This is an optimization exercise on Yosys and OpenROAD, whose aim is small area, not a production implementation.
Function was checked by simulation only, so behaviour that the tests miss may differ from the original.
Power figures rest on the tool's default switching activity, not on a simulated workload.

==> flow/design.v <==
package vdma_geom_pkg;
    localparam int PIX_W        = 32;
    localparam int PIX_PER_WORD = 4;
    localparam int WORD_W         = PIX_W * PIX_PER_WORD;
    localparam int BYTES_PER_WORD = WORD_W / 8;
    localparam int ADDR_W = 32;
    typedef logic [PIX_W-1:0]  pixel_t;
    typedef logic [ADDR_W-1:0] addr_t;
    typedef logic [15:0] hcount_t;
    typedef union packed {
        pixel_t [PIX_PER_WORD-1:0] pix;
        logic [WORD_W-1:0]         raw;
    } axi_word_u;
endpackage
package axi_wr_pkg;
    localparam logic [1:0] BURST_INCR = 2'b01;
    localparam logic [2:0] SIZE_16B = 3'b100;
    localparam int AXI_LEN_W = 8;
    typedef logic [AXI_LEN_W:0] burst_len_t;
endpackage
`timescale 1ns/10ps
module pixel_packer (
    input  logic        clock,
    input  logic        arst_n,
    input  logic        vsync,
    input  logic        de,
    input  vdma_geom_pkg::pixel_t idata,
    output logic        frame_start,
    output logic        push,
    output logic        word_adv,
    output logic [3:0]  lane_we,
    output vdma_geom_pkg::pixel_t lane_data
);
    logic       vsync_d;
    logic       de_d;
    logic       vsync_rise;
    logic       line_end;
    logic       flush;
    logic [1:0] slot;
    assign vsync_rise = vsync && !vsync_d;
    assign line_end   = !de && de_d;
    assign flush      = !vsync_rise && !de && line_end && (slot != 2'd0);
    always_comb begin
        for (int j = 0; j < 4; j++) begin
            lane_we[j] = (!vsync_rise && de && (slot == 2'(j))) || (flush && (2'(j) >= slot));
        end
    end
    assign lane_data = de ? idata : '0;
    assign word_adv = !vsync_rise && ((de && (slot == 2'd3)) || flush);
    always_ff @(posedge clock or negedge arst_n) begin
        if (!arst_n) begin
            vsync_d     <= 1'b0;
            de_d        <= 1'b0;
            frame_start <= 1'b0;
            push        <= 1'b0;
            slot        <= '0;
        end else begin
            vsync_d     <= vsync;
            de_d        <= de;
            frame_start <= vsync_rise;
            push        <= word_adv;
            if (vsync_rise || flush) begin
                slot <= '0;
            end else if (de) begin
                slot <= slot + 1'b1;
            end
        end
    end
endmodule
`timescale 1ns/10ps
module line_fifo (
    input  logic         clock,
    input  logic         arst_n,
    input  logic         clear,
    input  logic         push,
    input  logic         word_adv,
    input  logic [3:0]   lane_we,
    input  vdma_geom_pkg::pixel_t lane_data,
    input  logic         pop,
    output logic [127:0] head_word,
    output logic [4:0]   level,
    output logic         almost_full
);
    logic [15:0][127:0] mem;
    logic [3:0]  wr_ptr;
    logic [4:0]  count;
    logic        full;
    logic        empty;
    logic        wr_en;
    logic        rd_en;
    logic [15:0] wsel;
    logic [15:0] rsel;
    assign full  = (count == 5'd16);
    assign empty = (count == 5'd0);
    assign wr_en = push && !full && !clear;
    assign rd_en = pop && !empty && !clear;
    always_ff @(posedge clock or negedge arst_n) begin
        if (!arst_n) begin
            wr_ptr <= '0;
            rsel   <= 16'd1;
            count  <= '0;
        end else if (clear) begin
            wr_ptr <= '0;
            rsel   <= 16'd1;
            count  <= '0;
        end else begin
            if (word_adv) begin
                wr_ptr <= wr_ptr + 1'b1;
            end
            if (rd_en) begin
                rsel <= {rsel[14:0], rsel[15]};
            end
            if (wr_en && !rd_en) begin
                count <= count + 1'b1;
            end else if (rd_en && !wr_en) begin
                count <= count - 1'b1;
            end
        end
    end
    always_comb begin
        for (int k = 0; k < 16; k++) begin
            wsel[k] = (wr_ptr == 4'(k));
        end
    end
    for (genvar k = 0; k < 16; k++) begin : g_word
        for (genvar j = 0; j < 4; j++) begin : g_lane
            always_ff @(posedge clock) begin
                if (wsel[k] && lane_we[j]) begin
                    mem[k][32*j +: 32] <= lane_data;
                end
            end
        end
    end
    always_comb begin
        head_word = '0;
        for (int k = 0; k < 16; k++) begin
            head_word = head_word | (mem[k] & {128{rsel[k]}});
        end
    end
    assign level       = count;
    assign almost_full = (count >= 5'd12);
endmodule
`timescale 1ns/10ps
module burst_scheduler (
    input  logic        clock,
    input  logic        arst_n,
    input  logic        enable,
    input  logic        frame_start,
    input  vdma_geom_pkg::addr_t   baseaddr,
    input  vdma_geom_pkg::hcount_t hactive,
    input  logic [4:0]  level,
    input  logic        done,
    output logic        req,
    output logic [1:0]  req_lenm1,
    output vdma_geom_pkg::addr_t   req_addr
);
    logic [13:0] last_pos;
    logic [15:0] hact_m1;
    logic        active;
    logic [23:0] line_hi;
    logic [7:0]  base_lo;
    logic [11:0] burst_idx;
    logic        last_burst;
    logic [25:0] addr_hi;
    assign hact_m1    = hactive - 16'd1;
    assign last_burst = (burst_idx == last_pos[13:2]);
    assign req_lenm1  = last_burst ? last_pos[1:0] : 2'd3;
    assign addr_hi    = {line_hi, base_lo[7:6]} + {14'd0, burst_idx};
    assign req_addr   = {addr_hi, base_lo[5:0]};
    always_ff @(posedge clock or negedge arst_n) begin
        if (!arst_n) begin
            req    <= 1'b0;
            active <= 1'b0;
        end else if (frame_start) begin
            req    <= 1'b0;
            active <= (hactive != '0);
        end else if (done) begin
            req <= 1'b0;
        end else if (!req && enable && active && (level > {3'd0, req_lenm1})) begin
            req <= 1'b1;
        end
    end
    always_ff @(posedge clock) begin
        if (frame_start) begin
            last_pos  <= hact_m1[15:2];
            line_hi   <= baseaddr[31:8];
            base_lo   <= baseaddr[7:0];
            burst_idx <= '0;
        end else if (done) begin
            if (last_burst) begin
                line_hi   <= line_hi + 1'b1;
                burst_idx <= '0;
            end else begin
                burst_idx <= burst_idx + 1'b1;
            end
        end
    end
endmodule
`timescale 1ns/10ps
module axi_write_master (
    input  logic        clock,
    input  logic        arst_n,
    input  logic        req,
    output logic        pop,
    output logic        done,
    input  logic [1:0]  req_lenm1,
    output logic        awvalid,
    input  logic        awready,
    output logic        wlast,
    output logic        wvalid,
    input  logic        wready,
    output logic        bready,
    input  logic        bvalid
);
    logic [1:0] beat_cnt;
    logic       start;
    assign start = !awvalid && !wvalid && !bready && req && !done;
    always_ff @(posedge clock or negedge arst_n) begin
        if (!arst_n) begin
            awvalid  <= 1'b0;
            wvalid   <= 1'b0;
            bready   <= 1'b0;
            beat_cnt <= '0;
            done     <= 1'b0;
        end else begin
            done <= bready && bvalid;
            if (start) begin
                awvalid <= 1'b1;
            end
            if (awvalid && awready) begin
                awvalid  <= 1'b0;
                wvalid   <= 1'b1;
                beat_cnt <= '0;
            end
            if (wvalid && wready) begin
                if (wlast) begin
                    wvalid <= 1'b0;
                    bready <= 1'b1;
                end else begin
                    beat_cnt <= beat_cnt + 1'b1;
                end
            end
            if (bready && bvalid) begin
                bready <= 1'b0;
            end
        end
    end
    assign wlast = wvalid && (beat_cnt == req_lenm1);
    assign pop   = wvalid && wready;
endmodule
`timescale 1ns/10ps
module vdma_write_top (
    input  logic                 clock,
    input  logic                 arst_n,
    input  logic                 enable,
    input  vdma_geom_pkg::addr_t                baseaddr,
    input  vdma_geom_pkg::hcount_t              hactive,
    input  logic                 vsync,
    input  logic                 de,
    input  vdma_geom_pkg::pixel_t               idata,
    output logic                 fifo_almost_full,
    output vdma_geom_pkg::addr_t                awaddr,
    output logic [axi_wr_pkg::AXI_LEN_W-1:0] awlen,
    output logic [2:0]           awsize,
    output logic [1:0]           awburst,
    output logic                 awvalid,
    input  logic                 awready,
    output logic [vdma_geom_pkg::WORD_W-1:0]    wdata,
    output logic                 wlast,
    output logic                 wvalid,
    input  logic                 wready,
    output logic                 bready,
    input  logic                 bvalid
);
    logic         frame_start;
    logic         push;
    logic         word_adv;
    logic [3:0]   lane_we;
    vdma_geom_pkg::pixel_t lane_data;
    logic         pop;
    logic [4:0]   level;
    logic         req;
    logic [1:0]   req_lenm1;
    logic         done;
    pixel_packer u_packer (
        .clock       (clock),
        .arst_n      (arst_n),
        .vsync       (vsync),
        .de          (de),
        .idata       (idata),
        .frame_start (frame_start),
        .push        (push),
        .word_adv    (word_adv),
        .lane_we     (lane_we),
        .lane_data   (lane_data)
    );
    line_fifo u_fifo (
        .clock       (clock),
        .arst_n      (arst_n),
        .clear       (frame_start),
        .push        (push),
        .word_adv    (word_adv),
        .lane_we     (lane_we),
        .lane_data   (lane_data),
        .pop         (pop),
        .head_word   (wdata),
        .level       (level),
        .almost_full (fifo_almost_full)
    );
    burst_scheduler u_sched (
        .clock       (clock),
        .arst_n      (arst_n),
        .enable      (enable),
        .frame_start (frame_start),
        .baseaddr    (baseaddr),
        .hactive     (hactive),
        .level       (level),
        .done        (done),
        .req         (req),
        .req_lenm1   (req_lenm1),
        .req_addr    (awaddr)
    );
    axi_write_master u_master (
        .clock     (clock),
        .arst_n    (arst_n),
        .req       (req),
        .pop       (pop),
        .done      (done),
        .req_lenm1 (req_lenm1),
        .awvalid   (awvalid),
        .awready   (awready),
        .wlast     (wlast),
        .wvalid    (wvalid),
        .wready    (wready),
        .bready    (bready),
        .bvalid    (bvalid)
    );
    assign awlen   = {6'd0, req_lenm1};
    assign awsize  = axi_wr_pkg::SIZE_16B;
    assign awburst = axi_wr_pkg::BURST_INCR;
endmodule
Settings: LEC_CHECK=0, CAP_MARGIN=20, CORE_MARGIN=2, CORE_UTILIZATION=70, PLACE_DENSITY=0.8, SLEW_MARGIN=20; clock period 8.0 ns.
standard.sh (not shown) runs the stock make flow with config.mk's settings and CLKGATE_MAP_FILE= SYNTH_SCRIPT=/design/flow/synth_recipe.tcl, a recipe that flattens the netlist after the stock synthesis.
==> flow/flow/run.sh <==
#!/bin/bash
# Layout flow: the standard ORFS layout (the standard.sh) with two changes:
#  - port buffers use sky130_fd_sc_hd__buf_1 instead of the resizer's default pick
#  - clock tree built with clustered clkbuf_4/8/16 leaves and no dummy loads
# Each tool's full output stays in the ORFS logs under orfs/logs; make's own output
# goes to flow_make.log in the work folder.
set -euo pipefail
cd "$(dirname "$0")/.."
bash standard.sh \
  'BUFFER_PORTS_ARGS=-buffer_cell sky130_fd_sc_hd__buf_1' \
  'CTS_ARGS=-sink_clustering_enable -repair_clock_nets -dont_use_dummy_load -buf_list {sky130_fd_sc_hd__clkbuf_4 sky130_fd_sc_hd__clkbuf_8 sky130_fd_sc_hd__clkbuf_16} -sink_clustering_size 25 -sink_clustering_max_diameter 80' \
  finish > flow_make.log 2>&1
cp -r orfs/logs flow_logs
Then changed:
--- a/flow/design.v
+++ b/flow/design.v
@@ -89,7 +89,7 @@
     logic        wr_en;
     logic        rd_en;
     logic [15:0] wsel;
-    logic [15:0] rsel;
+    logic [15:0] rsel_n;
     assign full  = (count == 5'd16);
     assign empty = (count == 5'd0);
     assign wr_en = push && !full && !clear;
@@ -97,18 +97,18 @@
     always_ff @(posedge clock or negedge arst_n) begin
         if (!arst_n) begin
             wr_ptr <= '0;
-            rsel   <= 16'd1;
+            rsel_n <= 16'hfffe;
             count  <= '0;
         end else if (clear) begin
             wr_ptr <= '0;
-            rsel   <= 16'd1;
+            rsel_n <= 16'hfffe;
             count  <= '0;
         end else begin
             if (word_adv) begin
                 wr_ptr <= wr_ptr + 1'b1;
             end
             if (rd_en) begin
-                rsel <= {rsel[14:0], rsel[15]};
+                rsel_n <= {rsel_n[14:0], rsel_n[15]};
             end
             if (wr_en && !rd_en) begin
                 count <= count + 1'b1;
@@ -126,7 +126,7 @@
         for (genvar j = 0; j < 4; j++) begin : g_lane
             always_ff @(posedge clock) begin
                 if (wsel[k] && lane_we[j]) begin
-                    mem[k][32*j +: 32] <= lane_data;
+                    mem[k][32*j +: 32] <= ~lane_data;
                 end
             end
         end
@@ -134,7 +134,7 @@
     always_comb begin
         head_word = '0;
         for (int k = 0; k < 16; k++) begin
-            head_word = head_word | (mem[k] & {128{rsel[k]}});
+            head_word = head_word | ~(mem[k] | {128{rsel_n[k]}});
         end
     end
     assign level       = count;
@@ -165,7 +165,7 @@
     assign hact_m1    = hactive - 16'd1;
     assign last_burst = (burst_idx == last_pos[13:2]);
     assign req_lenm1  = last_burst ? last_pos[1:0] : 2'd3;
-    assign addr_hi    = {line_hi, base_lo[7:6]} + {14'd0, burst_idx};
+    assign addr_hi    = {line_hi, base_lo[7:6]} + (done ? 26'd4 : {14'd0, burst_idx});
     assign req_addr   = {addr_hi, base_lo[5:0]};
     always_ff @(posedge clock or negedge arst_n) begin
         if (!arst_n) begin
@@ -188,7 +188,7 @@
             burst_idx <= '0;
         end else if (done) begin
             if (last_burst) begin
-                line_hi   <= line_hi + 1'b1;
+                line_hi   <= addr_hi[25:2];
                 burst_idx <= '0;
             end else begin
                 burst_idx <= burst_idx + 1'b1;
Outcome: The new run completed with no timing, DRC or antenna violations; design area fell slightly; via count rose slightly; wire length is about the same; clock power fell slightly; final cell count rose by a few percent; worst setup slack got worse by 84 ps; register-to-register slack got worse by 260 ps; total power rose by roughly a tenth; die area fell slightly; non-clock buffer count fell by 11.

[static timing again, ports no longer ideal]
The results above use ideal ports. As a check the final layouts listed here were re-extracted and re-timed, cells and wires unchanged.
Step 1, drivers: a clkbuf_16 drives clock and a buf_2 each remaining input, both assumed.
Step 2 times the ports against the registers' clock, not the clock port: input delays grow and output delays shrink by t, the midpoint of the rising clock arrivals with the driver on.
Three values: no drivers, after step 1, after step 2; two values: the first two.
| run | shift t [ns] | setup slack, ns | cell pins on the clock port's net |
|---|---|---|---|
| the first run | 0.764 | 2.581 / 2.505 / 3.269 | 1 |
| the second run | 0.773 | 2.496 / 2.424 / 3.197 | 1 |
After both steps setup and hold are still met in every run listed.
